Background: an optimization exercise with open tools, aiming at small area. Do not read the settings as production practice. In this exercise RTL edits were held to simulation tests only and were not proved equivalent to the original. No activity file was given, so power comes from the tool's default toggle rates.

## sha256_message_digest_unit
module sha256_message_digest_unit (
    input  logic        clk,
    input  logic        rst_n,
    input  logic        in_valid,
    input  logic [7:0]  in_data_byte,
    input  logic        in_has_byte,
    input  logic        in_last,
    output logic        in_ready,
    output logic        out_valid,
    input  logic        out_ready,
    output logic [63:0] digest_bits_255_192,
    output logic [63:0] digest_bits_191_128,
    output logic [63:0] digest_bits_127_64,
    output logic [63:0] digest_bits_63_0
);
Settings: LEC_CHECK=0, ABC_AREA=1, CAP_MARGIN=20, CORE_MARGIN=2, CORE_UTILIZATION=60, SLEW_MARGIN=20; clock period 20.0 ns.
standard.sh (not shown) runs the stock make flow with config.mk's settings and CLKGATE_MAP_FILE= SYNTH_SCRIPT=/design/flow/synth_recipe.tcl, a recipe that flattens the netlist after the stock synthesis.
==> flow/flow/run.sh <==
#!/bin/bash
# The standard layout (standard.sh) with three changes:
#  - synthesis maps logic with a stronger ABC area script (flow/own_synth.tcl)
#  - the clock tree uses clkbuf_4 leaf clusters and no dummy loads
#  - the port buffers are buf_1
# make's full output goes to make_finish.log; ORFS keeps each step's log under orfs/logs
set -euo pipefail
here=$(pwd)
export FLOW_SYNTH_TCL="$here/synth_recipe.tcl"
export OWN_ABC_SCRIPT="$here/flow/abc_area_strong.script"
bash standard.sh finish \
  "SYNTH_SCRIPT=$here/flow/own_synth.tcl" \
  "FLOW_SYNTH_TCL=$FLOW_SYNTH_TCL" \
  "OWN_ABC_SCRIPT=$OWN_ABC_SCRIPT" \
  'CTS_ARGS=-sink_clustering_enable -repair_clock_nets -dont_use_dummy_load -buf_list sky130_fd_sc_hd__clkbuf_4 -sink_clustering_size 10 -sink_clustering_max_diameter 50' \
  'BUFFER_PORTS_ARGS=-buffer_cell sky130_fd_sc_hd__buf_1' > make_finish.log 2>&1
==> flow/flow/abc_area_strong.script <==
strash
dch -f
map -a
mfs2
map -a
==> flow/flow/own_synth.tcl <==
# The standard synthesis (synth_recipe.tcl), with ABC's mapping script replaced by a
# stronger area script; registers are mapped before ABC runs, so they are the standard ones
proc abc {args} {
  set i [lsearch -exact $args -script]
  if { $i >= 0 } {
    set args [lreplace $args [expr { $i + 1 }] [expr { $i + 1 }] $::env(OWN_ABC_SCRIPT)]
  }
  puts "own synthesis: abc $args"
  yosys abc {*}$args
}
source $::env(FLOW_SYNTH_TCL)
The baseline completed without violations.
Rerun with:
--- a/flow/design.v
+++ b/flow/design.v
@@ -116,13 +116,12 @@
     logic [255:0] v;
     logic [255:0] h;
     logic [63:0]  c;
     logic         ccar;
     logic [6:0]   cv;        
     logic [2:0]   cw;        
-    logic         cf;        
     logic [4:0] bi;
     logic [5:0] slot;
     logic [2:0] nb;
     logic [1:0] lane;
     assign bi   = ph[4:0];
     assign slot = ph[8:3];
@@ -188,25 +187,24 @@
     assign bs0 = (bi < 5'd30 ? v[29] : v[61]) ^ (bi < 5'd19 ? v[18] : v[50])
                ^ (bi < 5'd10 ? v[9] : v[41]);
     assign bs1 = (bi < 5'd26 ? v[153] : v[185]) ^ (bi < 5'd21 ? v[148] : v[180])
                ^ (bi < 5'd7 ? v[134] : v[166]);
     assign ch  = (v[159] & v[191]) ^ (~v[159] & v[223]);
     assign mj  = (v[31] & v[63]) | (v[31] & v[95]) | (v[63] & v[95]);
-    assign {cvn[0], x1}   = v[255] + bs1 + (cz && cv[0]);
+    assign {cvn[0], x1}   = v[255] + (fold ? h[255] : bs1) + (cz && cv[0]);
     assign {cvn[1], x2}   = x1 + ch + (cz && cv[1]);
     assign {cvn[2], x3}   = x2 + kb + (cz && cv[2]);
     assign {cvn[3], t1}   = x3 + w[511] + (cz && cv[3]);
     assign {cvn[4], t2}   = bs0 + mj + (cz && cv[4]);
     assign {cvn[5], anew} = t1 + t2 + (cz && cv[5]);
     assign {cvn[6], enew} = v[127] + t1 + (cz && cv[6]);
-    logic fsum, cfn, hin, iv;
+    logic hin, iv;
     logic [31:0] ivw;
-    assign ivw = sha_pkg::init_h(3'd7 - ph[7:5]);
+    assign ivw = sha_pkg::init_h(~ph[7:5]);
     assign iv  = ivw[bi];
-    assign {cfn, fsum} = h[255] + v[255] + (cz && cf);
-    assign hin = irun ? iv : (fold ? fsum : h[255]);
+    assign hin = irun ? iv : (fold ? x1 : h[255]);
     logic inc_win, cin;
     assign inc_win = round && (rr == 2'd0) && (ph[8:6] == 3'd0) && !padblk;
     assign cin     = inc_win && ((ph[5:0] == 6'd9) || ((ph[5:0] > 6'd9) && ccar));
     always_ff @(posedge clk)
     begin
         w <= {w[510:0], round ? wnew : w[511]};
@@ -217,13 +215,12 @@
         cw <= cwn;
         v <= {v[254:0], round ? anew : hin};
         if (round) v[128] <= enew;
         cv <= cvn;
         if (!emit)
             h <= {h[254:0], hin};
-        cf <= cfn;
         c    <= {(irun ? 1'b0 : c[0] ^ cin), c[63:1]};
         ccar <= c[0] && cin;
     end
     always_ff @(posedge clk or negedge rst_n)
     begin
         if (!rst_n)
Result:
- The new run completed with no timing, DRC or antenna violations
- clock-buffer cell count stays the same
- core utilization barely changes
- wire length is lower by 3.2%
- die area is about the same
- sequential share of layout area stays flat
- sequential power is lower by about 5%
- hold slack is better by 0.016 ns
- register-to-register slack is better by 0.73 ns
- maximum frequency is higher by 1.8%
- cell count is lower by 0.33%
- setup slack is better by 0.17 ns
- power is lower by 5.9%

separate check: timing with driven ports:
The results above use ideal ports. As a check the final layouts listed here were re-extracted and re-timed, cells and wires unchanged. Step 1: set_driving_cell puts a clkbuf_16 on clk and a buf_2 on each other input, an assumption about the parent block. Step 2 adds t to the input delays and takes it off the output delays; t is the mean of the earliest and latest rising clock arrival at the registers after step 1. Input paths then give back, and output paths get back, about the clock's delay inside the block. Slacks: ideal ports / drivers / drivers and shift; pairs: ideal ports / drivers.
| run | t, ns | setup slack, ns | pins driven straight from the clock port |
|---|---|---|---|
| the first run | 0.960 | 10.438 / 10.413 / 10.413 | 1 |
| the second run | 0.962 | 10.610 / 10.563 / 10.563 | 1 |
After both steps every run listed still meets setup and hold. For the second run, which loses most, drivers alone change the setup slack by -0.047 ns; drivers and shift together by -0.047 ns.
